Context: an optimization exercise on an open-source flow, tuned for small area, a short achievable clock period and few clock cycles per item. The choices shown serve that exercise and are no tape-out recipe. Only simulation tests tie the RTL to the original design; equivalence was not proved. Power figures rest on the tool's default switching activity, not on a simulated workload.

==> flow/design.v (excerpt) <==
module fir_serial_mac #(
  parameter int DATA_W = fir_pkg::DATA_W_DEF,
  parameter int COEF_W = fir_pkg::COEF_W_DEF,
  parameter int TAPS   = 11,
  parameter int FRAC_W = fir_pkg::FRAC_W_DEF,
  parameter int ADDR_W = fir_pkg::clog2(TAPS)
) (
  input  logic                     i_clk,
  input  logic                     i_rst,
  input  logic                     i_valid,
  output logic                     o_ready,
  input  logic signed [DATA_W-1:0] i_data,
  input  logic                     i_coef_we,
  input  logic [ADDR_W-1:0]        i_coef_addr,
  input  logic signed [COEF_W-1:0] i_coef_data,
  output logic                     o_valid,
  output logic signed [DATA_W-1:0] o_data,
  output logic                     o_sat
);
  logic [17:0] h1;
  logic [17:0] h2;
  logic [17:0] h3;
  logic [17:0] h4;
  logic [17:0] h5;
  logic [17:0] h6;
  logic [17:0] h7;
  logic [17:0] h8;
  logic [17:0] h9;
  logic [17:0] h10;
  logic [23:0] ce0;
  logic [23:0] ce1;
  logic [23:0] ce2;
  logic [23:0] ce3;
  logic [23:0] ce4;
  logic [23:0] ce5;
  logic [23:0] ce6;
  logic [23:0] ce7;
  logic [23:0] ce8;
  logic [23:0] ce9;
  logic [23:0] ce10;
  logic pa_0_0;
  logic pa_0_1;
  logic pa_0_2;
  logic pa_0_3;
  logic pa_0_4;
  logic pa_0_5;
  logic pa_0_6;
  logic pa_0_7;
  logic pa_0_8;
  logic pa_0_9;
  logic pa_0_10;
  logic pa_0_11;
  logic pa_1_0;
  logic pa_1_1;
  logic pa_1_2;
  logic pa_1_3;
  logic pa_1_4;
  logic pa_1_5;
  logic pa_1_6;
  logic pa_1_7;
  logic pa_1_8;
  logic pa_1_9;
  logic pa_1_10;
  ...
export LEC_CHECK = 0
export CAP_MARGIN = 20
export CORE_MARGIN = 2
export CORE_UTILIZATION = 55
export PLACE_DENSITY = 0.65
export SLEW_MARGIN = 30
export SYNTH_HIERARCHICAL = 1
export SYNTH_MINIMUM_KEEP_SIZE = 0
export TNS_END_PERCENT = 100
create_clock -name core_clock -period 10.0 [get_ports {i_clk}]
standard.sh (not shown) runs the stock make flow with config.mk's settings and CLKGATE_MAP_FILE= SYNTH_SCRIPT=/design/flow/synth_recipe.tcl, a recipe that flattens the netlist after the stock synthesis.
==> flow/flow/run.sh <==
#!/bin/bash
set -e
export SETUP_SLACK_MARGIN=6.3
bash standard.sh > standard_flow.log 2>&1
Testbench counts at the start, summed over its fixed seeds: cycles 1,984, items 1,920.
Change:
==> flow/flow/run.sh (replaced) <==
#!/bin/bash
set -e
export SETUP_SLACK_MARGIN=6.2
bash standard.sh > standard_flow.log 2>&1
- CTS_CLUSTER_DIAMETER: default -> 90
- CTS_CLUSTER_SIZE: default -> 20
The changed run passed the timing, DRC and antenna checks.
Synthesized area does not change.
Global-route usage shrinks by 0.86 points.
Cell count went down by 2.5%.
Final area falls by 3.9%.
Synthesized cell count stays the same.
Register-to-register slack got worse by 90 ps.
Change:
==> flow/flow/run.sh (replaced) <==
#!/bin/bash
set -e
export SETUP_SLACK_MARGIN=6.35
bash standard.sh > standard_flow.log 2>&1
Utilization rose by 2.7 points.
Clock skew barely changes.
Synthesized area is unchanged.
First-iteration DRC count grows by 6.4%.
Via count rose by 3.3%.

* * *

== violet ==
fir_serial_mac, a different RTL version from the one above (not shown whole).
Size: roughly 1000 flip-flops, about 63 I/O pins, about 96000 um^2 of cells after synthesis.
Design fir_serial_mac, start of the top module:
module fir_serial_mac #(
  parameter int DATA_W = fir_pkg::DATA_W_DEF,
  parameter int COEF_W = fir_pkg::COEF_W_DEF,
  parameter int TAPS   = 11,
  parameter int FRAC_W = fir_pkg::FRAC_W_DEF,
  parameter int ADDR_W = fir_pkg::clog2(TAPS)
) (
  input  logic                     i_clk,
  input  logic                     i_rst,
  input  logic                     i_valid,
  output logic                     o_ready,
  input  logic signed [DATA_W-1:0] i_data,
  input  logic                     i_coef_we,
  input  logic [ADDR_W-1:0]        i_coef_addr,
  input  logic signed [COEF_W-1:0] i_coef_data,
  output logic                     o_valid,
  output logic signed [DATA_W-1:0] o_data,
  output logic                     o_sat
);
export LEC_CHECK = 0
export CAP_MARGIN = 20
export CORE_MARGIN = 2
export CORE_UTILIZATION = 55
export CTS_CLUSTER_DIAMETER = 90
export CTS_CLUSTER_SIZE = 20
export PLACE_DENSITY = 0.65
export SLEW_MARGIN = 30
export SYNTH_HIERARCHICAL = 1
export SYNTH_MINIMUM_KEEP_SIZE = 0
export TNS_END_PERCENT = 100
create_clock -name core_clock -period 10.0 [get_ports {i_clk}]
==> flow/flow/run.sh <==
#!/bin/bash
set -e
export SETUP_SLACK_MARGIN=6.45
bash standard.sh > standard_flow.log 2>&1
violet: full flow OK, the timing, DRC and antenna checks passed
Testbench counts of violet, summed over its fixed seeds: cycles 1,984, items 1,920.
Modified inputs, willow compared to violet
==> flow/flow/run.sh <==
#!/bin/bash
set -e
export SETUP_SLACK_MARGIN=6.3
bash standard.sh > standard_flow.log 2>&1
From violet to willow the numbers moved as follows: fill cell instance count of the final layout grew by about 3%, highest achievable clock rate went down, combined flip-flop and latch cell area went down by 0.39%. Routed wire in willow totals less than in violet. On wire length of the first global-routing pass: between violet and willow, it ends up higher for violet. Delta(post-CTS resize count, willow - violet) < 0. willow finished every step from synthesis to the final layout, and the layout passed the timing, DRC and antenna checks. willow against violet; design area is down by a few percent. Fraction of the core area covered by cells at the end of the flow: lower on willow. Area of the core region: willow vs violet — no meaningful difference.
The inputs of pepper differ from those of willow as listed below.
- a change of CTS_CLUSTER_SIZE from 20 to 24
- a change of CTS_CLUSTER_DIAMETER from 90 to 100
==> flow/flow/run.sh <==
#!/bin/bash
set -e
export SETUP_SLACK_MARGIN=6.1
bash standard.sh > standard_flow.log 2>&1
Total internal power, pepper and willow, higher one = willow.
pepper — fraction of area in multi-input gates 1.4 points higher, willow as reference
Between pepper and willow, it is pepper whose global-route usage is lower, by 0.22 points.
pepper vs willow on count of cell instances traversed by the critical path: pepper is the lower one.
Fraction of final layout cells with drive strength greater than 1 sits lower in pepper than in willow.
Compared with willow, in pepper final critical delay including setup and external delays has increased; relative contribution of combinational cells to total power has increased.
pepper ended up with fa_1 as its slowest stage cell on the critical path; willow ended up with fa_2.
For garnet, these inputs were changed with respect to pepper:
- CTS_CLUSTER_DIAMETER: 100 -> 90
- CTS_CLUSTER_SIZE: 24 -> 20
==> flow/flow/run.sh <==
#!/bin/bash
set -e
export SETUP_SLACK_MARGIN=6.35
bash standard.sh > standard_flow.log 2>&1
Notes after the runs:
- garnet: PASS, flow complete, no timing, DRC or antenna violations
- Reported for garnet and pepper, sequential area share after synthesis turned out identical to the last digit.
- The combinational power of garnet exceeds that of pepper by about 2%.
- Going from pepper to garnet, final critical-path share of the clock period shrinks by 2.0 points.
- Relative to pepper, share of power burned in combinational logic decreased by 1.4 points in garnet.
- garnet vs. pepper: H-tree depth reported by CTS went up, clock skew now sits lower, worst-margin pin slew decreased 0.030 ns.
- garnet against pepper: data required time of the worst path lost 0.05 ns, internal portion of total power picked up an extra about 9%.

==> re-timing with driven ports <==
No port has a modelled driver above. Below, the same layouts with a new extraction and two added sets of constraints. Step 1 sets driving cells, clkbuf_16 on the clock port and buf_2 on the other inputs (assumed; they add their load-dependent delay and slew). Step 2 also shifts input and output timing later by t, the mid clock arrival at the registers, as if the neighbouring blocks saw the same clock. Three values: ideal ports, drivers, drivers and shift; two values: the first two.
| run | shift t [ns] | setup slack, ns | worst hold slack (ns) | worst setup path at the end | latest minus earliest clock arrival (ns) |
|---|---|---|---|---|---|
| the first run of note 1 | 0.899 | 6.237 / 6.222 / 6.203 | 0.441 / 0.441 / 0.441 | input to register | 0.035 / 0.035 |
| the second run of note 1 | 0.853 | 6.146 / 6.146 / 6.146 | 0.447 / 0.447 / 0.447 | register to register | 0.048 / 0.049 |
| the third run of note 1 | 0.850 | 6.250 / 6.250 / 6.250 | 0.447 / 0.447 / 0.447 | register to register | 0.044 / 0.044 |
| violet | 0.847 | 6.308 / 6.308 / 6.308 | 0.447 / 0.447 / 0.447 | register to register | 0.048 / 0.049 |
| willow | 0.847 | 6.294 / 6.262 / 6.294 | 0.446 / 0.446 / 0.446 | register to register | 0.050 / 0.049 |
| pepper | 0.897 | 6.093 / 6.048 / 6.093 | 0.446 / 0.446 / 0.446 | register to register | 0.061 / 0.061 |
| garnet | 0.843 | 6.297 / 6.267 / 6.297 | 0.446 / 0.446 / 0.446 | register to register | 0.051 / 0.051 |
After both steps setup and hold are still met in every run listed. For the first run of note 1, which loses most, drivers alone change the setup slack by -0.015 ns; drivers and shift together by -0.034 ns.
